Context: an optimization exercise on an open-source flow, tuned for small area and a short achievable clock period. The choices shown serve that exercise and are no tape-out recipe. No functional check of the RTL was part of this run. No activity file was given, so power comes from the tool's default toggle rates.

--- flow/flow/run.sh ---
#!/bin/bash
# Layout flow: the standard ORFS flow (standard.sh, unchanged synthesis),
# with smaller port buffers and a clock tree built from clkbuf_8 without
# dummy loads. Each tool's output goes to a log file in this folder.
set -euo pipefail
export BUFFER_PORTS_ARGS="-buffer_cell sky130_fd_sc_hd__buf_1"
export CTS_ARGS="-sink_clustering_enable -repair_clock_nets -buf_list sky130_fd_sc_hd__clkbuf_8 -dont_use_dummy_load"
bash standard.sh finish > flow_make.log 2>&1
--- flow/constraint.sdc ---
create_clock -name core_clock -period 6.0 [get_ports {clk}]
set_input_delay 1.2000 -clock core_clock [delete_from_list [all_inputs] [get_ports {clk}]]
set_output_delay 1.2000 -clock core_clock [all_outputs]
set_load 0.01 [all_outputs]
--- flow/config.mk ---
export PLATFORM = sky130hd
export DESIGN_NAME = array_multiplier
export DESIGN_NICKNAME = array_multiplier
export VERILOG_FILES = /design/flow/design.v
export SDC_FILE = /design/flow/constraint.sdc
export NUM_CORES = 4
export LEC_CHECK = 0
export CAP_MARGIN = 20
export CORE_MARGIN = 2
export CORE_UTILIZATION = 40
export SETUP_SLACK_MARGIN = 2.9
export SLEW_MARGIN = 20
export SYNTH_HIERARCHICAL = 1
--- flow/standard.sh ---
#!/bin/bash
# synth_recipe.tcl (not shown) runs the flow's synth.tcl, then flattens the netlist and writes it again
# the make line also repeats each setting of config.mk as NAME=value (left out here)
make -C /OpenROAD-flow-scripts/flow DESIGN_CONFIG=/design/flow/config.mk WORK_HOME=/design/flow/orfs CLKGATE_MAP_FILE= SYNTH_SCRIPT=/design/flow/synth_recipe.tcl "${@:-finish}"
--- flow/design.v ---
`default_nettype none
package mult_sizes_pkg;
	localparam int OPERAND_WIDTH = 16;
	localparam int PRODUCT_WIDTH = 2 * OPERAND_WIDTH;
	localparam int ROW_COUNT = OPERAND_WIDTH - 1;
	typedef logic [OPERAND_WIDTH-1:0] operand_t;
	typedef logic [PRODUCT_WIDTH-1:0] product_t;
endpackage
`default_nettype wire
`default_nettype none
package adder_cell_pkg;
	function automatic logic [1:0] half_add(
		input logic a,
		input logic b
	);
		logic s;
		logic c;
		s = a ^ b;
		c = a & b;
		half_add = {c, s};
	endfunction
	function automatic logic [1:0] full_add(
		input logic a,
		input logic b,
		input logic cin
	);
		logic s;
		logic c;
		s = a ^ b ^ cin;
		c = (a & b) | (cin & (a ^ b));  
		full_add = {c, s};
	endfunction
endpackage
`default_nettype wire
`default_nettype none
module array_multiplier (
	input  logic                     clk,
	input  logic                     reset,
	input  logic                     in_valid,
	input  mult_sizes_pkg::operand_t x,
	input  mult_sizes_pkg::operand_t y,
	output logic                     product_valid,
	output mult_sizes_pkg::product_t product
);
	logic r866;
	logic r867;
	logic r868;
	logic r869;
	logic r870;
	logic r871;
	logic r872;
	logic r873;
	logic r874;
	logic r875;
	logic r876;
	logic r877;
	logic r878;
	logic r879;
	logic r880;
	logic r881;
	logic r882;
	logic r883;
	logic r884;
	logic r885;
	logic r886;
	logic r887;
	logic r888;
	logic r889;
	logic r890;
	logic r891;
	logic r892;
	logic r893;
	logic r894;
	logic r895;
	logic r896;
	logic r897;
	logic r898;
	logic r899;
	logic r900;
	logic r901;
	logic r902;
	logic r903;
	logic r904;
	logic r905;
	logic r906;
	logic r907;
	logic r908;
	logic r909;
	logic r910;
	logic r911;
	logic r912;
	logic r913;
	logic r914;
	logic r915;
	logic r916;
	logic r917;
	logic r918;
	logic r919;
	logic r920;
	logic r921;
	logic r922;
	logic r923;
	logic r924;
	logic r925;
	logic r926;
	logic r927;
	logic r928;
	logic r929;
	logic r930;
	logic r931;
	logic r932;
	logic r933;
	logic r934;
	logic r935;
	logic r936;
	logic r937;
	logic r938;
	logic r939;
	logic r940;
	logic r941;
	logic r942;
	logic r943;
	logic r944;
	logic r945;
	logic r946;
	logic r947;
	logic r948;
	logic r949;
	logic r950;
	logic r951;
	logic r952;
	logic r953;
	logic r954;
	logic r955;
	logic r956;
	logic r957;
	logic r958;
	logic r959;
	logic r960;
	logic r961;
	logic r962;
	logic r963;
	logic r964;
	logic r965;
	logic r966;
	logic r967;
	logic r968;
	logic r969;
	logic r970;
	logic r971;
	logic r972;
	logic r973;
	logic r974;
	logic r975;
	logic r977;
	logic r979;
	logic r981;
	logic r983;
	wire pp1 = ~(x[0] & y[0]);
	wire pp2 = ~(x[1] & y[0]);
	wire pp3 = ~(x[2] & y[0]);
	wire pp4 = ~(x[3] & y[0]);
	wire pp5 = ~(x[4] & y[0]);
	wire pp6 = ~(x[5] & y[0]);
	wire pp7 = ~(x[6] & y[0]);
	wire pp8 = ~(x[7] & y[0]);
	wire pp9 = ~(x[8] & y[0]);
	wire pp10 = ~(x[9] & y[0]);
	wire pp11 = ~(x[10] & y[0]);
	wire pp12 = ~(x[11] & y[0]);
	wire pp13 = ~(x[12] & y[0]);
	wire pp14 = ~(x[13] & y[0]);
	wire pp15 = ~(x[14] & y[0]);
	wire pp16 = ~(x[15] & y[0]);
	wire pp17 = ~(x[0] & y[1]);
	wire pp18 = ~(x[1] & y[1]);
	wire pp19 = ~(x[2] & y[1]);
	wire pp20 = ~(x[3] & y[1]);
	wire pp21 = ~(x[4] & y[1]);
	wire pp22 = ~(x[5] & y[1]);
	wire pp23 = ~(x[6] & y[1]);
	wire pp24 = ~(x[7] & y[1]);
	wire pp25 = ~(x[8] & y[1]);
	wire pp26 = ~(x[9] & y[1]);
	wire pp27 = ~(x[10] & y[1]);
	wire pp28 = ~(x[11] & y[1]);
	wire pp29 = ~(x[12] & y[1]);
	wire pp30 = ~(x[13] & y[1]);
	wire pp31 = ~(x[14] & y[1]);
	wire pp32 = ~(x[15] & y[1]);
	wire pp33 = ~(x[0] & y[2]);
	wire pp34 = ~(x[1] & y[2]);
	wire pp35 = ~(x[2] & y[2]);
	wire pp36 = ~(x[3] & y[2]);
	wire pp37 = ~(x[4] & y[2]);
	wire pp38 = ~(x[5] & y[2]);
	wire pp39 = ~(x[6] & y[2]);
	wire pp40 = ~(x[7] & y[2]);
	wire pp41 = ~(x[8] & y[2]);
	wire pp42 = ~(x[9] & y[2]);
	wire pp43 = ~(x[10] & y[2]);
	wire pp44 = ~(x[11] & y[2]);
	wire pp45 = ~(x[12] & y[2]);
	wire pp46 = ~(x[13] & y[2]);
	wire pp47 = ~(x[14] & y[2]);
	wire pp48 = ~(x[15] & y[2]);
	wire pp49 = ~(x[0] & y[3]);
	wire pp50 = ~(x[1] & y[3]);
	wire pp51 = ~(x[2] & y[3]);
	wire pp52 = ~(x[3] & y[3]);
	wire pp53 = ~(x[4] & y[3]);
	wire pp54 = ~(x[5] & y[3]);
	wire pp55 = ~(x[6] & y[3]);
	wire pp56 = ~(x[7] & y[3]);
	wire pp57 = ~(x[8] & y[3]);
	wire pp58 = ~(x[9] & y[3]);
	wire pp59 = ~(x[10] & y[3]);
	wire pp60 = ~(x[11] & y[3]);
	wire pp61 = ~(x[12] & y[3]);
	wire pp62 = ~(x[13] & y[3]);
	wire pp63 = ~(x[14] & y[3]);
	wire pp64 = ~(x[15] & y[3]);
	wire pp65 = ~(x[0] & y[4]);
	wire pp66 = ~(x[1] & y[4]);
	wire pp67 = ~(x[2] & y[4]);
	wire pp68 = ~(x[3] & y[4]);
	wire pp69 = ~(x[4] & y[4]);
	wire pp70 = ~(x[5] & y[4]);
	wire pp71 = ~(x[6] & y[4]);
	wire pp72 = ~(x[7] & y[4]);
	wire pp73 = ~(x[8] & y[4]);
	wire pp74 = ~(x[9] & y[4]);
	wire pp75 = ~(x[10] & y[4]);
	wire pp76 = ~(x[11] & y[4]);
	wire pp77 = ~(x[12] & y[4]);
	wire pp78 = ~(x[13] & y[4]);
	wire pp79 = ~(x[14] & y[4]);
	wire pp80 = ~(x[15] & y[4]);
	wire pp81 = ~(x[0] & y[5]);
	wire pp82 = ~(x[1] & y[5]);
	wire pp83 = ~(x[2] & y[5]);
	wire pp84 = ~(x[3] & y[5]);
	wire pp85 = ~(x[4] & y[5]);
	wire pp86 = ~(x[5] & y[5]);
	wire pp87 = ~(x[6] & y[5]);
	wire pp88 = ~(x[7] & y[5]);
	wire pp89 = ~(x[8] & y[5]);
	wire pp90 = ~(x[9] & y[5]);
	wire pp91 = ~(x[10] & y[5]);
	wire pp92 = ~(x[11] & y[5]);
	wire pp93 = ~(x[12] & y[5]);
	wire pp94 = ~(x[13] & y[5]);
	wire pp95 = ~(x[14] & y[5]);
	wire pp96 = ~(x[15] & y[5]);
	wire pp97 = ~(x[0] & y[6]);
	wire pp98 = ~(x[1] & y[6]);
	wire pp99 = ~(x[2] & y[6]);
	wire pp100 = ~(x[3] & y[6]);
	wire pp101 = ~(x[4] & y[6]);
	wire pp102 = ~(x[5] & y[6]);
	wire pp103 = ~(x[6] & y[6]);
	wire pp104 = ~(x[7] & y[6]);
	wire pp105 = ~(x[8] & y[6]);
	wire pp106 = ~(x[9] & y[6]);
	wire pp107 = ~(x[10] & y[6]);
	wire pp108 = ~(x[11] & y[6]);
	wire pp109 = ~(x[12] & y[6]);
	wire pp110 = ~(x[13] & y[6]);
	wire pp111 = ~(x[14] & y[6]);
	wire pp112 = ~(x[15] & y[6]);
	wire pp113 = ~(x[0] & y[7]);
	wire pp114 = ~(x[1] & y[7]);
	wire pp115 = ~(x[2] & y[7]);
	wire pp116 = ~(x[3] & y[7]);
	wire pp117 = ~(x[4] & y[7]);
	wire pp118 = ~(x[5] & y[7]);
	wire pp119 = ~(x[6] & y[7]);
	wire pp120 = ~(x[7] & y[7]);
	wire pp121 = ~(x[8] & y[7]);
	wire pp122 = ~(x[9] & y[7]);
	wire pp123 = ~(x[10] & y[7]);
	wire pp124 = ~(x[11] & y[7]);
	wire pp125 = ~(x[12] & y[7]);
	wire pp126 = ~(x[13] & y[7]);
	wire pp127 = ~(x[14] & y[7]);
	wire pp128 = ~(x[15] & y[7]);
	wire pp129 = ~(x[0] & y[8]);
	wire pp130 = ~(x[1] & y[8]);
	wire pp131 = ~(x[2] & y[8]);
	wire pp132 = ~(x[3] & y[8]);
	wire pp133 = ~(x[4] & y[8]);
	wire pp134 = ~(x[5] & y[8]);
	wire pp135 = ~(x[6] & y[8]);
	wire pp136 = ~(x[7] & y[8]);
	wire pp137 = ~(x[8] & y[8]);
	wire pp138 = ~(x[9] & y[8]);
	wire pp139 = ~(x[10] & y[8]);
	wire pp140 = ~(x[11] & y[8]);
	wire pp141 = ~(x[12] & y[8]);
	wire pp142 = ~(x[13] & y[8]);
	wire pp143 = ~(x[14] & y[8]);
	wire pp144 = ~(x[15] & y[8]);
	wire pp145 = ~(x[0] & y[9]);
	wire pp146 = ~(x[1] & y[9]);
	wire pp147 = ~(x[2] & y[9]);
	wire pp148 = ~(x[3] & y[9]);
	wire pp149 = ~(x[4] & y[9]);
	wire pp150 = ~(x[5] & y[9]);
	wire pp151 = ~(x[6] & y[9]);
	wire pp152 = ~(x[7] & y[9]);
	wire pp153 = ~(x[8] & y[9]);
	wire pp154 = ~(x[9] & y[9]);
	wire pp155 = ~(x[10] & y[9]);
	wire pp156 = ~(x[11] & y[9]);
	wire pp157 = ~(x[12] & y[9]);
	wire pp158 = ~(x[13] & y[9]);
	wire pp159 = ~(x[14] & y[9]);
	wire pp160 = ~(x[15] & y[9]);
	wire pp161 = ~(x[0] & y[10]);
	wire pp162 = ~(x[1] & y[10]);
	wire pp163 = ~(x[2] & y[10]);
	wire pp164 = ~(x[3] & y[10]);
	wire pp165 = ~(x[4] & y[10]);
	wire pp166 = ~(x[5] & y[10]);
	wire pp167 = ~(x[6] & y[10]);
	wire pp168 = ~(x[7] & y[10]);
	wire pp169 = ~(x[8] & y[10]);
	wire pp170 = ~(x[9] & y[10]);
	wire pp171 = ~(x[10] & y[10]);
	wire pp172 = ~(x[11] & y[10]);
	wire pp173 = ~(x[12] & y[10]);
	wire pp174 = ~(x[13] & y[10]);
	wire pp175 = ~(x[14] & y[10]);
	wire pp176 = ~(x[15] & y[10]);
	wire pp177 = ~(x[0] & y[11]);
	wire pp178 = ~(x[1] & y[11]);
	wire pp179 = ~(x[2] & y[11]);
	wire pp180 = ~(x[3] & y[11]);
	wire pp181 = ~(x[4] & y[11]);
	wire pp182 = ~(x[5] & y[11]);
	wire pp183 = ~(x[6] & y[11]);
	wire pp184 = ~(x[7] & y[11]);
	wire pp185 = ~(x[8] & y[11]);
	wire pp186 = ~(x[9] & y[11]);
	wire pp187 = ~(x[10] & y[11]);
	wire pp188 = ~(x[11] & y[11]);
	wire pp189 = ~(x[12] & y[11]);
	wire pp190 = ~(x[13] & y[11]);
	wire pp191 = ~(x[14] & y[11]);
	wire pp192 = ~(x[15] & y[11]);
	wire pp193 = ~(x[0] & y[12]);
	wire pp194 = ~(x[1] & y[12]);
	wire pp195 = ~(x[2] & y[12]);
	wire pp196 = ~(x[3] & y[12]);
	wire pp197 = ~(x[4] & y[12]);
	wire pp198 = ~(x[5] & y[12]);
	wire pp199 = ~(x[6] & y[12]);
	wire pp200 = ~(x[7] & y[12]);
	wire pp201 = ~(x[8] & y[12]);
	wire pp202 = ~(x[9] & y[12]);
	wire pp203 = ~(x[10] & y[12]);
	wire pp204 = ~(x[11] & y[12]);
	wire pp205 = ~(x[12] & y[12]);
	wire pp206 = ~(x[13] & y[12]);
	wire pp207 = ~(x[14] & y[12]);
	wire pp208 = ~(x[15] & y[12]);
	wire pp209 = ~(x[0] & y[13]);
	wire pp210 = ~(x[1] & y[13]);
	wire pp211 = ~(x[2] & y[13]);
	wire pp212 = ~(x[3] & y[13]);
	wire pp213 = ~(x[4] & y[13]);
	wire pp214 = ~(x[5] & y[13]);
	wire pp215 = ~(x[6] & y[13]);
	wire pp216 = ~(x[7] & y[13]);
	wire pp217 = ~(x[8] & y[13]);
	wire pp218 = ~(x[9] & y[13]);
	wire pp219 = ~(x[10] & y[13]);
	wire pp220 = ~(x[11] & y[13]);
	wire pp221 = ~(x[12] & y[13]);
	wire pp222 = ~(x[13] & y[13]);
	wire pp223 = ~(x[14] & y[13]);
	wire pp224 = ~(x[15] & y[13]);
	wire pp225 = ~(x[0] & y[14]);
	wire pp226 = ~(x[1] & y[14]);
	wire pp227 = ~(x[2] & y[14]);
	wire pp228 = ~(x[3] & y[14]);
	wire pp229 = ~(x[4] & y[14]);
	wire pp230 = ~(x[5] & y[14]);
	wire pp231 = ~(x[6] & y[14]);
	wire pp232 = ~(x[7] & y[14]);
	wire pp233 = ~(x[8] & y[14]);
	wire pp234 = ~(x[9] & y[14]);
	wire pp235 = ~(x[10] & y[14]);
	wire pp236 = ~(x[11] & y[14]);
	wire pp237 = ~(x[12] & y[14]);
	wire pp238 = ~(x[13] & y[14]);
	wire pp239 = ~(x[14] & y[14]);
	wire pp240 = ~(x[15] & y[14]);
	wire pp241 = ~(x[0] & y[15]);
	wire pp242 = ~(x[1] & y[15]);
	wire pp243 = ~(x[2] & y[15]);
	wire pp244 = ~(x[3] & y[15]);
	wire pp245 = ~(x[4] & y[15]);
	wire pp246 = ~(x[5] & y[15]);
	wire pp247 = ~(x[6] & y[15]);
	wire pp248 = ~(x[7] & y[15]);
	wire pp249 = ~(x[8] & y[15]);
	wire pp250 = ~(x[9] & y[15]);
	wire pp251 = ~(x[10] & y[15]);
	wire pp252 = ~(x[11] & y[15]);
	wire pp253 = ~(x[12] & y[15]);
	wire pp254 = ~(x[13] & y[15]);
	wire pp255 = ~(x[14] & y[15]);
	wire pp256 = ~(x[15] & y[15]);
	wire s257, c258;
	mult_xnor u_s257 (.a(pp3), .b(pp18), .y(s257));
	mult_or u_c258 (.a(pp3), .b(pp18), .y(c258));
	wire s259, c260;
	mult_fa u_s259 (.a(pp4), .b(pp19), .c(pp34), .s(s259), .co(c260));
	wire s261, c262;
	mult_xnor u_s261 (.a(pp49), .b(c258), .y(s261));
	mult_or u_c262 (.a(pp49), .b(c258), .y(c262));
	wire s263, c264;
	mult_fa u_s263 (.a(pp5), .b(pp20), .c(pp35), .s(s263), .co(c264));
	wire s265, c266;
	mult_fa u_s265 (.a(pp50), .b(pp65), .c(c260), .s(s265), .co(c266));
	wire s267, c268;
	mult_xnor u_s267 (.a(c262), .b(s263), .y(s267));
	mult_or u_c268 (.a(c262), .b(s263), .y(c268));
	wire s269, c270;
	mult_fa u_s269 (.a(pp6), .b(pp21), .c(pp36), .s(s269), .co(c270));
	wire s271, c272;
	mult_fa u_s271 (.a(pp51), .b(pp66), .c(pp81), .s(s271), .co(c272));
	wire s273, c274;
	mult_fa u_s273 (.a(c264), .b(s269), .c(s271), .s(s273), .co(c274));
	wire s275, c276;
	mult_xnor u_s275 (.a(c268), .b(c266), .y(s275));
	mult_or u_c276 (.a(c268), .b(c266), .y(c276));
	wire s277, c278;
	mult_fa u_s277 (.a(pp7), .b(pp22), .c(pp37), .s(s277), .co(c278));
	wire s279, c280;
	mult_fa u_s279 (.a(pp52), .b(pp67), .c(pp82), .s(s279), .co(c280));
	wire s281, c282;
	mult_fa u_s281 (.a(pp97), .b(c270), .c(c272), .s(s281), .co(c282));
	wire s283, c284;
	mult_fa u_s283 (.a(s277), .b(s279), .c(c274), .s(s283), .co(c284));
	wire s285, c286;
	mult_xnor u_s285 (.a(s281), .b(c276), .y(s285));
	mult_or u_c286 (.a(s281), .b(c276), .y(c286));
	wire s287, c288;
	mult_fa u_s287 (.a(pp8), .b(pp23), .c(pp38), .s(s287), .co(c288));
	wire s289, c290;
	mult_fa u_s289 (.a(pp53), .b(pp68), .c(pp83), .s(s289), .co(c290));
	wire s291, c292;
	mult_fa u_s291 (.a(pp98), .b(pp113), .c(c278), .s(s291), .co(c292));
	wire s293, c294;
	mult_fa u_s293 (.a(c280), .b(s287), .c(s289), .s(s293), .co(c294));
	wire s295, c296;
	mult_fa u_s295 (.a(c282), .b(s291), .c(s293), .s(s295), .co(c296));
	wire s297, c298;
	mult_xnor u_s297 (.a(c286), .b(c284), .y(s297));
	mult_or u_c298 (.a(c286), .b(c284), .y(c298));
	wire s299, c300;
	mult_fa u_s299 (.a(pp9), .b(pp24), .c(pp39), .s(s299), .co(c300));
	wire s301, c302;
	mult_fa u_s301 (.a(pp54), .b(pp69), .c(pp84), .s(s301), .co(c302));
	wire s303, c304;
	mult_fa u_s303 (.a(pp99), .b(pp114), .c(pp129), .s(s303), .co(c304));
	wire s305, c306;
	mult_fa u_s305 (.a(c288), .b(c290), .c(s299), .s(s305), .co(c306));
	wire s307, c308;
	mult_fa u_s307 (.a(s301), .b(s303), .c(c292), .s(s307), .co(c308));
	wire s309, c310;
	mult_fa u_s309 (.a(c294), .b(s305), .c(s307), .s(s309), .co(c310));
	wire s311, c312;
	mult_xnor u_s311 (.a(c296), .b(c298), .y(s311));
	mult_or u_c312 (.a(c296), .b(c298), .y(c312));
	wire s313, c314;
	mult_fa u_s313 (.a(pp10), .b(pp25), .c(pp40), .s(s313), .co(c314));
	wire s315, c316;
	mult_fa u_s315 (.a(pp55), .b(pp70), .c(pp85), .s(s315), .co(c316));
	wire s317, c318;
	mult_fa u_s317 (.a(pp100), .b(pp115), .c(pp130), .s(s317), .co(c318));
	wire s319, c320;
	mult_fa u_s319 (.a(pp145), .b(c300), .c(c302), .s(s319), .co(c320));
	wire s321, c322;
	mult_fa u_s321 (.a(c304), .b(s313), .c(s315), .s(s321), .co(c322));
	wire s323, c324;
	mult_fa u_s323 (.a(s317), .b(c306), .c(s319), .s(s323), .co(c324));
	wire s325, c326;
	mult_fa u_s325 (.a(r866), .b(r867), .c(r868), .s(s325), .co(c326));
	wire s327, c328;
	mult_xnor u_s327 (.a(r869), .b(r870), .y(s327));
	mult_or u_c328 (.a(r869), .b(r870), .y(c328));
	wire s329, c330;
	mult_fa u_s329 (.a(pp11), .b(pp26), .c(pp41), .s(s329), .co(c330));
	wire s331, c332;
	mult_fa u_s331 (.a(pp56), .b(pp71), .c(pp86), .s(s331), .co(c332));
	wire s333, c334;
	mult_fa u_s333 (.a(pp101), .b(pp116), .c(pp131), .s(s333), .co(c334));
	wire s335, c336;
	mult_fa u_s335 (.a(pp146), .b(pp161), .c(c314), .s(s335), .co(c336));
	wire s337, c338;
	mult_fa u_s337 (.a(c316), .b(c318), .c(s329), .s(s337), .co(c338));
	wire s339, c340;
	mult_fa u_s339 (.a(s331), .b(s333), .c(c320), .s(s339), .co(c340));
	wire s341, c342;
	mult_fa u_s341 (.a(c322), .b(s335), .c(s337), .s(s341), .co(c342));
	wire s343, c344;
	mult_fa u_s343 (.a(r871), .b(r872), .c(r873), .s(s343), .co(c344));
	wire s345, c346;
	mult_xnor u_s345 (.a(c326), .b(c328), .y(s345));
	mult_or u_c346 (.a(c326), .b(c328), .y(c346));
	wire s347, c348;
	mult_fa u_s347 (.a(pp12), .b(pp27), .c(pp42), .s(s347), .co(c348));
	wire s349, c350;
	mult_fa u_s349 (.a(pp57), .b(pp72), .c(pp87), .s(s349), .co(c350));
	wire s351, c352;
	mult_fa u_s351 (.a(pp102), .b(pp117), .c(pp132), .s(s351), .co(c352));
	wire s353, c354;
	mult_fa u_s353 (.a(pp147), .b(pp162), .c(pp177), .s(s353), .co(c354));
	wire s355, c356;
	mult_fa u_s355 (.a(c330), .b(c332), .c(c334), .s(s355), .co(c356));
	wire s357, c358;
	mult_fa u_s357 (.a(s347), .b(s349), .c(s351), .s(s357), .co(c358));
	wire s359, c360;
	mult_fa u_s359 (.a(s353), .b(c336), .c(c338), .s(s359), .co(c360));
	wire s361, c362;
	mult_fa u_s361 (.a(s355), .b(s357), .c(c340), .s(s361), .co(c362));
	wire s363, c364;
	mult_fa u_s363 (.a(r874), .b(r875), .c(r876), .s(s363), .co(c364));
	wire s365, c366;
	mult_xnor u_s365 (.a(c344), .b(c346), .y(s365));
	mult_or u_c366 (.a(c344), .b(c346), .y(c366));
	wire s367, c368;
	mult_fa u_s367 (.a(pp13), .b(pp28), .c(pp43), .s(s367), .co(c368));
	wire s369, c370;
	mult_fa u_s369 (.a(pp58), .b(pp73), .c(pp88), .s(s369), .co(c370));
	wire s371, c372;
	mult_fa u_s371 (.a(pp103), .b(pp118), .c(pp133), .s(s371), .co(c372));
	wire s373, c374;
	mult_fa u_s373 (.a(pp148), .b(pp163), .c(pp178), .s(s373), .co(c374));
	wire s375, c376;
	mult_fa u_s375 (.a(pp193), .b(c348), .c(c350), .s(s375), .co(c376));
	wire s377, c378;
	mult_fa u_s377 (.a(c352), .b(c354), .c(s367), .s(s377), .co(c378));
	wire s379, c380;
	mult_fa u_s379 (.a(s369), .b(s371), .c(s373), .s(s379), .co(c380));
	wire s381, c382;
	mult_fa u_s381 (.a(c356), .b(c358), .c(s375), .s(s381), .co(c382));
	wire s383, c384;
	mult_fa u_s383 (.a(s377), .b(s379), .c(c360), .s(s383), .co(c384));
	wire s385, c386;
	mult_fa u_s385 (.a(r877), .b(r878), .c(r879), .s(s385), .co(c386));
	wire s387, c388;
	mult_xnor u_s387 (.a(c364), .b(s385), .y(s387));
	mult_or u_c388 (.a(c364), .b(s385), .y(c388));
	wire s389, c390;
	mult_fa u_s389 (.a(pp14), .b(pp29), .c(pp44), .s(s389), .co(c390));
	wire s391, c392;
	mult_fa u_s391 (.a(pp59), .b(pp74), .c(pp89), .s(s391), .co(c392));
	wire s393, c394;
	mult_fa u_s393 (.a(pp104), .b(pp119), .c(pp134), .s(s393), .co(c394));
	wire s395, c396;
	mult_fa u_s395 (.a(pp149), .b(pp164), .c(pp179), .s(s395), .co(c396));
	wire s397, c398;
	mult_fa u_s397 (.a(pp194), .b(pp209), .c(c368), .s(s397), .co(c398));
	wire s399, c400;
	mult_fa u_s399 (.a(c370), .b(c372), .c(c374), .s(s399), .co(c400));
	wire s401, c402;
	mult_fa u_s401 (.a(s389), .b(s391), .c(s393), .s(s401), .co(c402));
	wire s403, c404;
	mult_fa u_s403 (.a(s395), .b(c376), .c(c378), .s(s403), .co(c404));
	wire s405, c406;
	mult_fa u_s405 (.a(c380), .b(s397), .c(s399), .s(s405), .co(c406));
	wire s407, c408;
	mult_fa u_s407 (.a(r880), .b(r881), .c(r882), .s(s407), .co(c408));
	wire s409, c410;
	mult_fa u_s409 (.a(r883), .b(r884), .c(s407), .s(s409), .co(c410));
	wire s411, c412;
	mult_xnor u_s411 (.a(c386), .b(s409), .y(s411));
	mult_or u_c412 (.a(c386), .b(s409), .y(c412));
	wire s413, c414;
	mult_fa u_s413 (.a(pp15), .b(pp30), .c(pp45), .s(s413), .co(c414));
	wire s415, c416;
	mult_fa u_s415 (.a(pp60), .b(pp75), .c(pp90), .s(s415), .co(c416));
	wire s417, c418;
	mult_fa u_s417 (.a(pp105), .b(pp120), .c(pp135), .s(s417), .co(c418));
	wire s419, c420;
	mult_fa u_s419 (.a(pp150), .b(pp165), .c(pp180), .s(s419), .co(c420));
	wire s421, c422;
	mult_fa u_s421 (.a(pp195), .b(pp210), .c(pp225), .s(s421), .co(c422));
	wire s423, c424;
	mult_fa u_s423 (.a(c390), .b(c392), .c(c394), .s(s423), .co(c424));
	wire s425, c426;
	mult_fa u_s425 (.a(c396), .b(s413), .c(s415), .s(s425), .co(c426));
	wire s427, c428;
	mult_fa u_s427 (.a(s417), .b(s419), .c(s421), .s(s427), .co(c428));
	wire s429, c430;
	mult_fa u_s429 (.a(c398), .b(c400), .c(c402), .s(s429), .co(c430));
	wire s431, c432;
	mult_fa u_s431 (.a(s423), .b(s425), .c(s427), .s(s431), .co(c432));
	wire s433, c434;
	mult_fa u_s433 (.a(r885), .b(r886), .c(r887), .s(s433), .co(c434));
	wire s435, c436;
	mult_fa u_s435 (.a(r888), .b(c408), .c(s433), .s(s435), .co(c436));
	wire s437, c438;
	mult_xnor u_s437 (.a(c410), .b(s435), .y(s437));
	mult_or u_c438 (.a(c410), .b(s435), .y(c438));
	wire s439, c440;
	mult_fa u_s439 (.a(pp16), .b(pp31), .c(pp46), .s(s439), .co(c440));
	wire s441, c442;
	mult_fa u_s441 (.a(pp61), .b(pp76), .c(pp91), .s(s441), .co(c442));
	wire s443, c444;
	mult_fa u_s443 (.a(pp106), .b(pp121), .c(pp136), .s(s443), .co(c444));
	wire s445, c446;
	mult_fa u_s445 (.a(pp151), .b(pp166), .c(pp181), .s(s445), .co(c446));
	wire s447, c448;
	mult_fa u_s447 (.a(pp196), .b(pp211), .c(pp226), .s(s447), .co(c448));
	wire s449, c450;
	mult_fa u_s449 (.a(pp241), .b(c414), .c(c416), .s(s449), .co(c450));
	wire s451, c452;
	mult_fa u_s451 (.a(c418), .b(c420), .c(c422), .s(s451), .co(c452));
	wire s453, c454;
	mult_fa u_s453 (.a(s439), .b(s441), .c(s443), .s(s453), .co(c454));
	wire s455, c456;
	mult_fa u_s455 (.a(s445), .b(s447), .c(c424), .s(s455), .co(c456));
	wire s457, c458;
	mult_fa u_s457 (.a(c426), .b(c428), .c(s449), .s(s457), .co(c458));
	wire s459, c460;
	mult_fa u_s459 (.a(s451), .b(s453), .c(c430), .s(s459), .co(c460));
	wire s461, c462;
	mult_fa u_s461 (.a(r889), .b(r890), .c(r891), .s(s461), .co(c462));
	wire s463, c464;
	mult_fa u_s463 (.a(c434), .b(r892), .c(s461), .s(s463), .co(c464));
	wire s465, c466;
	mult_xnor u_s465 (.a(c436), .b(s463), .y(s465));
	mult_or u_c466 (.a(c436), .b(s463), .y(c466));
	wire s467, c468;
	mult_fa u_s467 (.a(pp32), .b(pp47), .c(pp62), .s(s467), .co(c468));
	wire s469, c470;
	mult_fa u_s469 (.a(pp77), .b(pp92), .c(pp107), .s(s469), .co(c470));
	wire s471, c472;
	mult_fa u_s471 (.a(pp122), .b(pp137), .c(pp152), .s(s471), .co(c472));
	wire s473, c474;
	mult_fa u_s473 (.a(pp167), .b(pp182), .c(pp197), .s(s473), .co(c474));
	wire s475, c476;
	mult_fa u_s475 (.a(pp212), .b(pp227), .c(pp242), .s(s475), .co(c476));
	wire s477, c478;
	mult_fa u_s477 (.a(c440), .b(c442), .c(c444), .s(s477), .co(c478));
	wire s479, c480;
	mult_fa u_s479 (.a(c446), .b(c448), .c(s467), .s(s479), .co(c480));
	wire s481, c482;
	mult_fa u_s481 (.a(s469), .b(s471), .c(s473), .s(s481), .co(c482));
	wire s483, c484;
	mult_fa u_s483 (.a(s475), .b(c450), .c(c452), .s(s483), .co(c484));
	wire s485, c486;
	mult_fa u_s485 (.a(c454), .b(s477), .c(s479), .s(s485), .co(c486));
	wire s487, c488;
	mult_fa u_s487 (.a(s481), .b(c456), .c(c458), .s(s487), .co(c488));
	wire s489, c490;
	mult_fa u_s489 (.a(r893), .b(r894), .c(r895), .s(s489), .co(c490));
	wire s491, c492;
	mult_fa u_s491 (.a(c462), .b(r896), .c(s489), .s(s491), .co(c492));
	wire s493, c494;
	mult_xnor u_s493 (.a(c464), .b(c466), .y(s493));
	mult_or u_c494 (.a(c464), .b(c466), .y(c494));
	wire s495, c496;
	mult_fa u_s495 (.a(pp48), .b(pp63), .c(pp78), .s(s495), .co(c496));
	wire s497, c498;
	mult_fa u_s497 (.a(pp93), .b(pp108), .c(pp123), .s(s497), .co(c498));
	wire s499, c500;
	mult_fa u_s499 (.a(pp138), .b(pp153), .c(pp168), .s(s499), .co(c500));
	wire s501, c502;
	mult_fa u_s501 (.a(pp183), .b(pp198), .c(pp213), .s(s501), .co(c502));
	wire s503, c504;
	mult_fa u_s503 (.a(pp228), .b(pp243), .c(c468), .s(s503), .co(c504));
	wire s505, c506;
	mult_fa u_s505 (.a(c470), .b(c472), .c(c474), .s(s505), .co(c506));
	wire s507, c508;
	mult_fa u_s507 (.a(c476), .b(s495), .c(s497), .s(s507), .co(c508));
	wire s509, c510;
	mult_fa u_s509 (.a(s499), .b(s501), .c(c478), .s(s509), .co(c510));
	wire s511, c512;
	mult_fa u_s511 (.a(c480), .b(c482), .c(s503), .s(s511), .co(c512));
	wire s513, c514;
	mult_fa u_s513 (.a(s505), .b(s507), .c(c484), .s(s513), .co(c514));
	wire s515, c516;
	mult_fa u_s515 (.a(r897), .b(r898), .c(r899), .s(s515), .co(c516));
	wire s517, c518;
	mult_fa u_s517 (.a(r900), .b(r901), .c(s515), .s(s517), .co(c518));
	wire s519, c520;
	mult_fa u_s519 (.a(c490), .b(s517), .c(c492), .s(s519), .co(c520));
	wire s521, c522;
	mult_fa u_s521 (.a(pp64), .b(pp79), .c(pp94), .s(s521), .co(c522));
	wire s523, c524;
	mult_fa u_s523 (.a(pp109), .b(pp124), .c(pp139), .s(s523), .co(c524));
	wire s525, c526;
	mult_fa u_s525 (.a(pp154), .b(pp169), .c(pp184), .s(s525), .co(c526));
	wire s527, c528;
	mult_fa u_s527 (.a(pp199), .b(pp214), .c(pp229), .s(s527), .co(c528));
	wire s529, c530;
	mult_fa u_s529 (.a(pp244), .b(c496), .c(c498), .s(s529), .co(c530));
	wire s531, c532;
	mult_fa u_s531 (.a(c500), .b(c502), .c(s521), .s(s531), .co(c532));
	wire s533, c534;
	mult_fa u_s533 (.a(s523), .b(s525), .c(s527), .s(s533), .co(c534));
	wire s535, c536;
	mult_fa u_s535 (.a(c504), .b(c506), .c(c508), .s(s535), .co(c536));
	wire s537, c538;
	mult_fa u_s537 (.a(s529), .b(s531), .c(s533), .s(s537), .co(c538));
	wire s539, c540;
	mult_fa u_s539 (.a(r902), .b(r903), .c(r904), .s(s539), .co(c540));
	wire s541, c542;
	mult_fa u_s541 (.a(r905), .b(r906), .c(c516), .s(s541), .co(c542));
	wire s543, c544;
	mult_fa u_s543 (.a(s539), .b(c518), .c(s541), .s(s543), .co(c544));
	wire s545, c546;
	mult_fa u_s545 (.a(pp80), .b(pp95), .c(pp110), .s(s545), .co(c546));
	wire s547, c548;
	mult_fa u_s547 (.a(pp125), .b(pp140), .c(pp155), .s(s547), .co(c548));
	wire s549, c550;
	mult_fa u_s549 (.a(pp170), .b(pp185), .c(pp200), .s(s549), .co(c550));
	wire s551, c552;
	mult_fa u_s551 (.a(pp215), .b(pp230), .c(pp245), .s(s551), .co(c552));
	wire s553, c554;
	mult_fa u_s553 (.a(c522), .b(c524), .c(c526), .s(s553), .co(c554));
	wire s555, c556;
	mult_fa u_s555 (.a(c528), .b(s545), .c(s547), .s(s555), .co(c556));
	wire s557, c558;
	mult_fa u_s557 (.a(s549), .b(s551), .c(c530), .s(s557), .co(c558));
	wire s559, c560;
	mult_fa u_s559 (.a(c532), .b(c534), .c(s553), .s(s559), .co(c560));
	wire s561, c562;
	mult_fa u_s561 (.a(s555), .b(c536), .c(s557), .s(s561), .co(c562));
	wire s563, c564;
	mult_fa u_s563 (.a(r907), .b(r908), .c(c540), .s(s563), .co(c564));
	wire s565, c566;
	mult_fa u_s565 (.a(r909), .b(c542), .c(s563), .s(s565), .co(c566));
	wire s567, c568;
	mult_fa u_s567 (.a(pp96), .b(pp111), .c(pp126), .s(s567), .co(c568));
	wire s569, c570;
	mult_fa u_s569 (.a(pp141), .b(pp156), .c(pp171), .s(s569), .co(c570));
	wire s571, c572;
	mult_fa u_s571 (.a(pp186), .b(pp201), .c(pp216), .s(s571), .co(c572));
	wire s573, c574;
	mult_fa u_s573 (.a(pp231), .b(pp246), .c(c546), .s(s573), .co(c574));
	wire s575, c576;
	mult_fa u_s575 (.a(c548), .b(c550), .c(c552), .s(s575), .co(c576));
	wire s577, c578;
	mult_fa u_s577 (.a(s567), .b(s569), .c(s571), .s(s577), .co(c578));
	wire s579, c580;
	mult_fa u_s579 (.a(c554), .b(c556), .c(s573), .s(s579), .co(c580));
	wire s581, c582;
	mult_fa u_s581 (.a(s575), .b(s577), .c(c558), .s(s581), .co(c582));
	wire s583, c584;
	mult_fa u_s583 (.a(r910), .b(r911), .c(r912), .s(s583), .co(c584));
	wire s585, c586;
	mult_fa u_s585 (.a(r913), .b(c564), .c(s583), .s(s585), .co(c586));
	wire s587, c588;
	mult_fa u_s587 (.a(pp112), .b(pp127), .c(pp142), .s(s587), .co(c588));
	wire s589, c590;
	mult_fa u_s589 (.a(pp157), .b(pp172), .c(pp187), .s(s589), .co(c590));
	wire s591, c592;
	mult_fa u_s591 (.a(pp202), .b(pp217), .c(pp232), .s(s591), .co(c592));
	wire s593, c594;
	mult_fa u_s593 (.a(pp247), .b(c568), .c(c570), .s(s593), .co(c594));
	wire s595, c596;
	mult_fa u_s595 (.a(c572), .b(s587), .c(s589), .s(s595), .co(c596));
	wire s597, c598;
	mult_fa u_s597 (.a(s591), .b(c574), .c(c576), .s(s597), .co(c598));
	wire s599, c600;
	mult_fa u_s599 (.a(c578), .b(s593), .c(s595), .s(s599), .co(c600));
	wire s601, c602;
	mult_fa u_s601 (.a(r914), .b(r915), .c(r916), .s(s601), .co(c602));
	wire s603, c604;
	mult_fa u_s603 (.a(r917), .b(s601), .c(c584), .s(s603), .co(c604));
	wire s605, c606;
	mult_fa u_s605 (.a(pp128), .b(pp143), .c(pp158), .s(s605), .co(c606));
	wire s607, c608;
	mult_fa u_s607 (.a(pp173), .b(pp188), .c(pp203), .s(s607), .co(c608));
	wire s609, c610;
	mult_fa u_s609 (.a(pp218), .b(pp233), .c(pp248), .s(s609), .co(c610));
	wire s611, c612;
	mult_fa u_s611 (.a(c588), .b(c590), .c(c592), .s(s611), .co(c612));
	wire s613, c614;
	mult_fa u_s613 (.a(s605), .b(s607), .c(s609), .s(s613), .co(c614));
	wire s615, c616;
	mult_fa u_s615 (.a(c594), .b(c596), .c(s611), .s(s615), .co(c616));
	wire s617, c618;
	mult_fa u_s617 (.a(r918), .b(r919), .c(r920), .s(s617), .co(c618));
	wire s619, c620;
	mult_fa u_s619 (.a(r921), .b(c602), .c(s617), .s(s619), .co(c620));
	wire s621, c622;
	mult_fa u_s621 (.a(pp144), .b(pp159), .c(pp174), .s(s621), .co(c622));
	wire s623, c624;
	mult_fa u_s623 (.a(pp189), .b(pp204), .c(pp219), .s(s623), .co(c624));
	wire s625, c626;
	mult_fa u_s625 (.a(pp234), .b(pp249), .c(c606), .s(s625), .co(c626));
	wire s627, c628;
	mult_fa u_s627 (.a(c608), .b(c610), .c(s621), .s(s627), .co(c628));
	wire s629, c630;
	mult_fa u_s629 (.a(s623), .b(c612), .c(c614), .s(s629), .co(c630));
	wire s631, c632;
	mult_fa u_s631 (.a(s625), .b(s627), .c(c616), .s(s631), .co(c632));
	wire s633, c634;
	mult_fa u_s633 (.a(r922), .b(c618), .c(r923), .s(s633), .co(c634));
	wire s635, c636;
	mult_fa u_s635 (.a(pp160), .b(pp175), .c(pp190), .s(s635), .co(c636));
	wire s637, c638;
	mult_fa u_s637 (.a(pp205), .b(pp220), .c(pp235), .s(s637), .co(c638));
	wire s639, c640;
	mult_fa u_s639 (.a(pp250), .b(c622), .c(c624), .s(s639), .co(c640));
	wire s641, c642;
	mult_fa u_s641 (.a(s635), .b(s637), .c(c626), .s(s641), .co(c642));
	wire s643, c644;
	mult_fa u_s643 (.a(c628), .b(s639), .c(c630), .s(s643), .co(c644));
	wire s645, c646;
	mult_fa u_s645 (.a(r924), .b(r925), .c(r926), .s(s645), .co(c646));
	wire s647, c648;
	mult_fa u_s647 (.a(pp176), .b(pp191), .c(pp206), .s(s647), .co(c648));
	wire s649, c650;
	mult_fa u_s649 (.a(pp221), .b(pp236), .c(pp251), .s(s649), .co(c650));
	wire s651, c652;
	mult_fa u_s651 (.a(c636), .b(c638), .c(s647), .s(s651), .co(c652));
	wire s653, c654;
	mult_fa u_s653 (.a(s649), .b(c640), .c(s651), .s(s653), .co(c654));
	wire s655, c656;
	mult_fa u_s655 (.a(r927), .b(r928), .c(r929), .s(s655), .co(c656));
	wire s657, c658;
	mult_fa u_s657 (.a(pp192), .b(pp207), .c(pp222), .s(s657), .co(c658));
	wire s659, c660;
	mult_fa u_s659 (.a(pp237), .b(pp252), .c(c648), .s(s659), .co(c660));
	wire s661, c662;
	mult_fa u_s661 (.a(c650), .b(s657), .c(c652), .s(s661), .co(c662));
	wire s663, c664;
	mult_fa u_s663 (.a(r930), .b(r931), .c(r932), .s(s663), .co(c664));
	wire s665, c666;
	mult_fa u_s665 (.a(pp208), .b(pp223), .c(pp238), .s(s665), .co(c666));
	wire s667, c668;
	mult_fa u_s667 (.a(pp253), .b(c658), .c(s665), .s(s667), .co(c668));
	wire s669, c670;
	mult_fa u_s669 (.a(c660), .b(s667), .c(c662), .s(s669), .co(c670));
	wire s671, c672;
	mult_fa u_s671 (.a(pp224), .b(pp239), .c(pp254), .s(s671), .co(c672));
	wire s673, c674;
	mult_fa u_s673 (.a(c666), .b(s671), .c(c668), .s(s673), .co(c674));
	wire s675, c676;
	mult_fa u_s675 (.a(pp240), .b(pp255), .c(c672), .s(s675), .co(c676));
	wire t677 = ~pp1;
	wire g678 = pp2 & pp17;
	wire p679 = pp2 ^ pp17;
	wire g680 = pp33 & s257;
	wire p681 = pp33 ^ s257;
	wire g682 = s261 & s259;
	wire p683 = s261 ^ s259;
	wire g684 = s267 & s265;
	wire p685 = s267 ^ s265;
	wire g686 = s273 & s275;
	wire p687 = s273 ^ s275;
	wire g688 = s285 & s283;
	wire p689 = s285 ^ s283;
	wire g690 = s295 & s297;
	wire p691 = s295 ^ s297;
	wire g692 = r933 & r934;
	wire p693 = r933 ^ r934;
	wire g694 = s325 & s327;
	wire p695 = s325 ^ s327;
	wire g696 = s343 & s345;
	wire p697 = s343 ^ s345;
	wire g698 = s363 & s365;
	wire p699 = s363 ^ s365;
	wire g700 = c366 & s387;
	wire p701 = c366 ^ s387;
	wire g702 = c388 & s411;
	wire p703 = c388 ^ s411;
	wire g704 = c412 & s437;
	wire p705 = c412 ^ s437;
	wire g706 = c438 & s465;
	wire p707 = c438 ^ s465;
	wire g708 = s491 & s493;
	wire p709 = s491 ^ s493;
	wire g710 = c494 & s519;
	wire p711 = c494 ^ s519;
	wire g712 = s543 & c520;
	wire p713 = s543 ^ c520;
	wire g714 = c544 & s565;
	wire p715 = c544 ^ s565;
	wire g716 = c566 & s585;
	wire p717 = c566 ^ s585;
	wire g718 = c586 & s603;
	wire p719 = c586 ^ s603;
	wire g720 = s619 & c604;
	wire p721 = s619 ^ c604;
	wire g722 = c620 & s633;
	wire p723 = c620 ^ s633;
	wire g724 = c634 & s645;
	wire p725 = c634 ^ s645;
	wire g726 = c646 & s655;
	wire p727 = c646 ^ s655;
	wire g728 = s663 & c656;
	wire p729 = s663 ^ c656;
	wire g730 = c664 & r935;
	wire p731 = c664 ^ r935;
	wire g732 = r936 & r937;
	wire p733 = r936 ^ r937;
	wire g734 = s675 & c674;
	wire p735 = s675 ^ c674;
	wire g736 = pp256 & c676;
	wire p737 = pp256 ^ c676;
	wire q738 = pp1 | t677;
	wire q739 = g678 | (p679 & q738);
	wire q740 = g680 | (p681 & q739);
	wire q741 = g682 | (p683 & q740);
	wire q742 = g684 | (p685 & q741);
	wire q743 = g686 | (p687 & q742);
	wire q744 = r938 | (r939 & r940);
	wire q745 = r941 | (r942 & q744);
	wire q746 = g692 | (p693 & q745);
	wire q747 = g694 | (p695 & q746);
	wire q748 = g696 | (p697 & q747);
	wire q749 = g698 | (p699 & q748);
	wire a750 = p699 & p697;
	wire q751 = g702 | (p703 & g700);
	wire a752 = p703 & p701;
	wire q753 = g706 | (p707 & g704);
	wire a754 = p707 & p705;
	wire q755 = g710 | (p711 & g708);
	wire a756 = p711 & p709;
	wire q757 = g714 | (p715 & g712);
	wire a758 = p715 & p713;
	wire q759 = g718 | (p719 & g716);
	wire a760 = p719 & p717;
	wire q761 = g722 | (p723 & g720);
	wire a762 = p723 & p721;
	wire q763 = g726 | (p727 & g724);
	wire a764 = p727 & p725;
	wire q765 = g730 | (p731 & g728);
	wire a766 = r943 & r944;
	wire q767 = r945 | (r946 & g732);
	wire a768 = r947 & r948;
	wire q769 = g700 | (p701 & q749);
	wire a770 = p701 & a750;
	wire q771 = q751 | (a752 & q749);
	wire a772 = a752 & a750;
	wire q773 = g708 | (p709 & q753);
	wire a774 = p709 & a754;
	wire q775 = q755 | (a756 & q753);
	wire a776 = a756 & a754;
	wire q777 = g716 | (p717 & q757);
	wire a778 = p717 & a758;
	wire q779 = q759 | (a760 & q757);
	wire a780 = a760 & a758;
	wire q781 = g724 | (p725 & q761);
	wire a782 = p725 & a762;
	wire q783 = q763 | (a764 & q761);
	wire a784 = a764 & a762;
	wire q785 = r949 | (r948 & r950);
	wire a786 = r948 & a766;
	wire q787 = r951 | (a768 & r950);
	wire a788 = a768 & a766;
	wire q789 = g704 | (p705 & q771);
	wire a790 = p705 & a772;
	wire q791 = q753 | (a754 & q771);
	wire a792 = a754 & a772;
	wire q793 = q773 | (a774 & q771);
	wire a794 = a774 & a772;
	wire q795 = q775 | (a776 & q771);
	wire a796 = a776 & a772;
	wire q797 = g720 | (p721 & q779);
	wire a798 = p721 & a780;
	wire q799 = q761 | (a762 & q779);
	wire a800 = a762 & a780;
	wire q801 = q781 | (a782 & q779);
	wire a802 = a782 & a780;
	wire q803 = q783 | (a784 & q779);
	wire a804 = a784 & a780;
	wire q805 = r953 | (r955 & q787);
	wire a806 = r955 & a788;
	wire q807 = g712 | (p713 & q795);
	wire a808 = p713 & a796;
	wire q809 = q757 | (a758 & q795);
	wire a810 = a758 & a796;
	wire q811 = q777 | (a778 & q795);
	wire a812 = a778 & a796;
	wire q813 = q779 | (a780 & q795);
	wire a814 = a780 & a796;
	wire q815 = q797 | (a798 & q795);
	wire a816 = a798 & a796;
	wire q817 = q799 | (a800 & q795);
	wire a818 = a800 & a796;
	wire q819 = q801 | (a802 & q795);
	wire a820 = a802 & a796;
	wire q821 = q803 | (a804 & q795);
	wire a822 = a804 & a796;
	wire q823 = r956 | (r944 & r957);
	wire a824 = r944 & r958;
	wire q825 = r950 | (a766 & r957);
	wire a826 = a766 & r958;
	wire q827 = q785 | (a786 & r957);
	wire a828 = a786 & r958;
	wire q829 = q787 | (a788 & r957);
	wire a830 = a788 & r958;
	wire q831 = q805 | (a806 & r957);
	wire a832 = a806 & r958;
	wire t833 = ~r960;
	assign product[0] = ~t833;
	wire x835;
	mult_xnor u_x835 (.a(p679), .b(q738), .y(x835));
	wire x836;
	mult_xnor u_x836 (.a(p681), .b(q739), .y(x836));
	wire x837;
	mult_xnor u_x837 (.a(p683), .b(q740), .y(x837));
	wire x838;
	mult_xnor u_x838 (.a(p685), .b(q741), .y(x838));
	wire x839;
	mult_xnor u_x839 (.a(p687), .b(q742), .y(x839));
	wire x840;
	mult_xnor u_x840 (.a(r939), .b(r940), .y(x840));
	wire x841;
	mult_xnor u_x841 (.a(r942), .b(q744), .y(x841));
	wire x842;
	mult_xnor u_x842 (.a(p693), .b(q745), .y(x842));
	wire x843;
	mult_xnor u_x843 (.a(p695), .b(q746), .y(x843));
	wire x844;
	mult_xnor u_x844 (.a(p697), .b(q747), .y(x844));
	wire x845;
	mult_xnor u_x845 (.a(p699), .b(q748), .y(x845));
	wire x846;
	mult_xnor u_x846 (.a(p701), .b(q749), .y(x846));
	wire x847;
	mult_xnor u_x847 (.a(p703), .b(q769), .y(x847));
	wire x848;
	mult_xnor u_x848 (.a(p705), .b(q771), .y(x848));
	wire x849;
	mult_xnor u_x849 (.a(p707), .b(q789), .y(x849));
	wire x850;
	mult_xnor u_x850 (.a(p709), .b(q791), .y(x850));
	wire x851;
	mult_xnor u_x851 (.a(p711), .b(q793), .y(x851));
	wire x852;
	mult_xnor u_x852 (.a(p713), .b(q795), .y(x852));
	mult_xnor u_x853 (.a(r961), .b(r962), .y(product[19]));
	mult_xnor u_x854 (.a(r963), .b(r964), .y(product[20]));
	mult_xnor u_x855 (.a(r965), .b(r966), .y(product[21]));
	mult_xnor u_x856 (.a(r967), .b(r968), .y(product[22]));
	mult_xnor u_x857 (.a(r969), .b(r970), .y(product[23]));
	mult_xnor u_x858 (.a(r971), .b(r972), .y(product[24]));
	mult_xnor u_x859 (.a(r973), .b(r974), .y(product[25]));
	mult_xnor u_x860 (.a(r944), .b(r957), .y(product[26]));
	mult_xnor u_x861 (.a(r943), .b(q823), .y(product[27]));
	mult_xnor u_x862 (.a(r948), .b(q825), .y(product[28]));
	mult_xnor u_x863 (.a(r947), .b(q827), .y(product[29]));
	mult_xnor u_x864 (.a(r955), .b(q829), .y(product[30]));
	assign product[31] = ~q831;
	always_ff @(posedge clk) begin
		r866 <= s321;
		r867 <= c308;
		r868 <= s323;
		r869 <= c310;
		r870 <= c312;
		r871 <= c324;
		r872 <= s339;
		r873 <= s341;
		r874 <= c342;
		r875 <= s359;
		r876 <= s361;
		r877 <= s381;
		r878 <= c362;
		r879 <= s383;
		r880 <= s401;
		r881 <= c382;
		r882 <= s403;
		r883 <= s405;
		r884 <= c384;
		r885 <= c404;
		r886 <= c406;
		r887 <= s429;
		r888 <= s431;
		r889 <= s455;
		r890 <= c432;
		r891 <= s457;
		r892 <= s459;
		r893 <= s483;
		r894 <= s485;
		r895 <= c460;
		r896 <= s487;
		r897 <= s509;
		r898 <= c486;
		r899 <= s511;
		r900 <= c488;
		r901 <= s513;
		r902 <= c510;
		r903 <= c512;
		r904 <= s535;
		r905 <= s537;
		r906 <= c514;
		r907 <= c538;
		r908 <= s559;
		r909 <= s561;
		r910 <= c560;
		r911 <= s579;
		r912 <= c562;
		r913 <= s581;
		r914 <= c580;
		r915 <= s597;
		r916 <= s599;
		r917 <= c582;
		r918 <= s613;
		r919 <= c598;
		r920 <= c600;
		r921 <= s615;
		r922 <= s629;
		r923 <= s631;
		r924 <= s641;
		r925 <= c632;
		r926 <= s643;
		r927 <= c642;
		r928 <= s653;
		r929 <= c644;
		r930 <= s659;
		r931 <= c654;
		r932 <= s661;
		r933 <= s311;
		r934 <= s309;
		r935 <= s669;
		r936 <= s673;
		r937 <= c670;
		r938 <= g688;
		r939 <= p689;
		r940 <= q743;
		r941 <= g690;
		r942 <= p691;
		r943 <= p731;
		r944 <= p729;
		r945 <= g734;
		r946 <= p735;
		r947 <= r946;
		r948 <= p733;
		r949 <= g732;
		r950 <= q765;
		r951 <= q767;
		r952 <= g736;
		r953 <= r952;
		r954 <= p737;
		r955 <= r954;
		r956 <= g728;
		r957 <= q821;
		r958 <= a822;
		r959 <= t677;
		r960 <= r959;
		r961 <= p715;
		r962 <= q807;
		r963 <= p717;
		r964 <= q809;
		r965 <= p719;
		r966 <= q811;
		r967 <= p721;
		r968 <= q813;
		r969 <= p723;
		r970 <= q815;
		r971 <= p725;
		r972 <= q817;
		r973 <= p727;
		r974 <= q819;
		r975 <= x835;
		product[1] <= r975;
		r977 <= x836;
		product[2] <= r977;
		r979 <= x837;
		product[3] <= r979;
		r981 <= x838;
		product[4] <= r981;
		r983 <= x839;
		product[5] <= r983;
		product[6] <= x840;
		product[7] <= x841;
		product[8] <= x842;
		product[9] <= x843;
		product[10] <= x844;
		product[11] <= x845;
		product[12] <= x846;
		product[13] <= x847;
		product[14] <= x848;
		product[15] <= x849;
		product[16] <= x850;
		product[17] <= x851;
		product[18] <= x852;
	end
	logic v1;
	always_ff @(posedge clk) begin
		if (reset) begin
			v1 <= 1'b0;
			product_valid <= 1'b0;
		end else begin
			v1 <= in_valid;
			product_valid <= v1;
		end
	end
endmodule
module mult_fa (
	input  logic a,
	input  logic b,
	input  logic c,
	output logic s,
	output logic co
);
	assign s  = a ^ b ^ c;
	assign co = (a & b) | (c & (a ^ b));
endmodule
module mult_xor (
	input  logic a,
	input  logic b,
	output logic y
);
	assign y = a ^ b;
endmodule
module mult_xnor (
	input  logic a,
	input  logic b,
	output logic y
);
	assign y = ~(a ^ b);
endmodule
module mult_or (
	input  logic a,
	input  logic b,
	output logic y
);
	assign y = a | b;
endmodule
`default_nettype wire
==> impl_metrics.csv <==
group,metric,value,unit
grt,grt_max_degree,17,
die,core,0.0226,mm²
placed_design,dp_hpwl,15600,µm
clock_tree,cts_tree,"done",
hold_path,holdCritPathClass,"reg -> reg",
die,core.rowCount,55,
clock_tree,cts_hold_buf,0,
logic_synthesis,syn_inst,811,
worst_setup_path,crit_fanout,5,
worst_setup_path,slowest_stage,"fa_1",
grt,grt_usage,19.4,%
placed_design,placed_area,0.00979,mm²
power_and_ir_drop,switchingPower,2760,µW
route,dr.pass1.iters,5,
finish,design_area,0.0103,mm²
route,drc_errors,0,
worst_setup_path,end_kind,"flop",
power_and_ir_drop,share_comb_of_total_power,69.3,%
route,first_iter_violations,312,
clock_tree,root_buffer,"clkbuf_8",
sta,setup_tns,0,ns
route,wl_per_cell,19.0,µm
route,final_antenna_net_count,0,
placed_design,gp_congestion,0.856,
power_and_ir_drop,clockPowerShare,8.3,%
sta,hold_viol,0,
power_and_ir_drop,p_seq_share,22.4,%
grt,gr-total-overflow,0,
worst_setup_path,critical_path.max_stage_delay,0.55,ns
route,num_vias,5810,
route,routed_via_density,5.15,
logic_synthesis,synth-seq-area-share,29.1,%
die,dieArea,0.0241,mm²
sta,setup_viol,0,
power_and_ir_drop,p_sw_share,41.6,%
logic_synthesis,ys_ff_latch,133,
finish,top_register,"product",
route,drt-total-wl,21400,µm
clock_tree,clkTransAtPathRegs,0.07,ns
clock_tree,clk_latency,0.45,ns
worst_setup_path,crit_path_frequent_cell,"fa_2",
finish,diodes,0,
finish,nFillCells,2131,
clock_tree,clkSinkCount,133,
logic_synthesis,syn_area,0.00914,mm²
die,die_y,155,µm
worst_setup_path,crit_chain,"fa_1 > fa_2 > fa_2 > ha_4 > and3_4 > and2_1 > a221oi_2 > nand3b_1 > buf_6 > o31a_1",
finish,largest_register_ffs,18,
logic_synthesis,syn_area_per_cell,11.3,µm²
logic_synthesis,synthArstFlopShare,0,%
sta,fmax,320,MHz
sta,skew,0.0294,ns
worst_setup_path,required,6.34,ns
logic_synthesis,ys_warn_count,7,
grt,antenna_found_initial,0,
placed_design,port_buffers,67,
power_and_ir_drop,p_leak,0.00374,µW
die,start_util,40.5,%
power_and_ir_drop,power.density,646,mW/mm²
sta,slew_violations,0,
sta,grt_setup_unrepaired,"true",
worst_setup_path,arrival,3.47,ns
power_and_ir_drop,ir_worst_vdd,0.384,mV
finish,drive_gt1_share,20.3,%
clock_tree,cts_htree_levels,4,
finish,final_nets,1105,
grt,grt_first_pass_wirelength,35000,µm
die,io_pins,68,
worst_setup_path,crit_path_start_kind,"flop",
sta,fin_crit_sh,52.1,%
logic_synthesis,synth_nets,1071,
logic_synthesis,synth_edf_count,0,
power_and_ir_drop,p_int,3890,µW
run_status,status,"no timing/DRC/antenna violations",
worst_setup_path,path_class,"reg -> reg",
logic_synthesis,ys.flop_type,"dfxtp_1",
logic_synthesis,synth.distinct_cells,40,
finish,area_growth,12.6,%
grt,grt_pass1_vias,6479,
clock_tree,clk_path_buf_depth,2,
sta,fin_crit,3.13,ns
die,die_w,155,µm
flow_run,drv_cap,0,
clock_tree,cts_inserted_buffers,17,
-- power groups by stage --
stage          clock [µW]  sequential (µW)  combinational (µW)
6_report              551             1490                4610
5_1_grt               611             1530                5140
4_1_cts               588             1500                4410
3_5_place_dp            0             1510                3870
3_3_place_gp            0             1510                3830
2_1_floorplan           0             1510                2900
-- modules after synthesis, one instance, submodules excluded --
module,area [µm²],flip-flops and latches,copies in the design,cells inside
array_multiplier,4750,133,1,556
mult_fa,20.0,0,195,1
mult_xnor,8.76,0,45,1
mult_or,6.26,0,15,1
-- cells in the mapped netlist (all sizes together), types with 2 or more instances --
master	instances	share of area, %
a21o	21	1.7
a21oi	5	0.27
a31o	4	0.38
a31oi	2	0.14
and2	5	0.34
and3	5	0.36
buf	9	0.41
clkbuf	52	2.1
dfxtp	133	29
fa	195	43
ha	30	4.1
inv	2	0.082
nand2	257	11
nor2	6	0.27
nor2b	3	0.21
o21a	2	0.18
o21ai	5	0.40
o21bai	2	0.16
or2	15	1.0
xnor2	45	4.3
-- cells by family after synthesis --
group / share of synthesized area [%]
xor+xnor: 4.31
buf+inv: 2.63
compound gates: 3.93
other cells: 0.0410
simple gates: 13.2
flops: 29.1
fa+ha+maj: 46.8
-- critical path: cells and delay by family, from the launching register on --
kind	cells	cell delay (ns)
buf+inv	1	0.15
compound gates	2	0.45
fa+ha+maj	4	1.69
simple gates	3	0.44
flops	1	0.32
-- per-stage QoR --
step	util (%)	instances	setup WS (ns)	total power, µW	hold WS (ns)
final	45.6	1128	2.87	6650	0.326
after detailed placement	43.4	1104	1.88	5380	0.312
after floorplan	-	811	2.67	4420	0.310
after CTS	45.2	1127	2.86	6500	0.328
after global placement	43.4	1104	1.89	5340	0.310
after global routing	45.6	1128	2.77	7290	0.334
-- metal layers --
layer,global-route usage [%],vias up,wire (µm)
li1,-,2545,-
met1,25.1,2977,9220
met2,31.0,249,9930
met3,5.99,39,1820
met4,7.03,0,477
met5,0,-,0
-- cells in the final DEF (no fill, tap or decap), drive strengths merged, types with 2 or more instances in the layout --
master and count:
o21bai 2, fa 195, clkbuf 39, and3 5, and2 5, xnor2 45, or2 15, o21ai 5
buf 54, dfxtp 133, ha 30, a31oi 2, nor2b 3, a31o 4, nand2 257, nor2 6
a21o 21, inv 2, a21oi 5, o21a 2
-- final timing paths --
path / slack (ns) / start / endpoint / depth (start not counted)
worst min register to register: 0.33 / r952 / r953 / 0
worst max register to register: 2.87 / r899 / r957 / 10
worst max-delay path: 2.87 / r899 / r957 / 10
worst min-delay path: 0.33 / r952 / r953 / 0
-- area by class of cell --
type	instances	area [µm²]	area share (%)
flip-flops and latches	133	2670	25.9
repair buffers	76	442	4.29
clock buffers	17	234	2.27
multi-input cells	615	6590	64.0
well taps	285	357	3.46
inverters	2	7.51	0.0729
-- repair_timing --
item                                   in CTS  in global routing
setup endpoints to repair                  77                 22
resized for setup                         134                 32
cloned                                      0                  0
endpoints found under the hold margin       0                  0
buffers inserted                            6                  1
pin swaps                                  15                  5

## what the ideal ports hide
How much do the figures lean on ideal ports? The routed layout below was timed once more, with nothing changed but the port constraints. Step 1 (the two cells are an assumption about what drives the block):
set clk [get_ports {clk}]
set_driving_cell -lib_cell sky130_fd_sc_hd__clkbuf_16 $clk
set_driving_cell -lib_cell sky130_fd_sc_hd__buf_2 [delete_from_list [all_inputs] $clk]
Step 2 also shifts input and output timing later by t, the mid clock arrival at the registers, as if the neighbouring blocks saw the same clock. Three values: no drivers, after step 1, after step 2; two values: the first two.
shift t [ns]: 0.481
setup slack, ns: 2.872 / 2.872 / 2.443
worst slew at a driven data input, ns: 0.05
After both steps this run still meets setup and hold. The setup slack of this run moves by 0.000 ns with the drivers and by -0.429 ns with both steps.
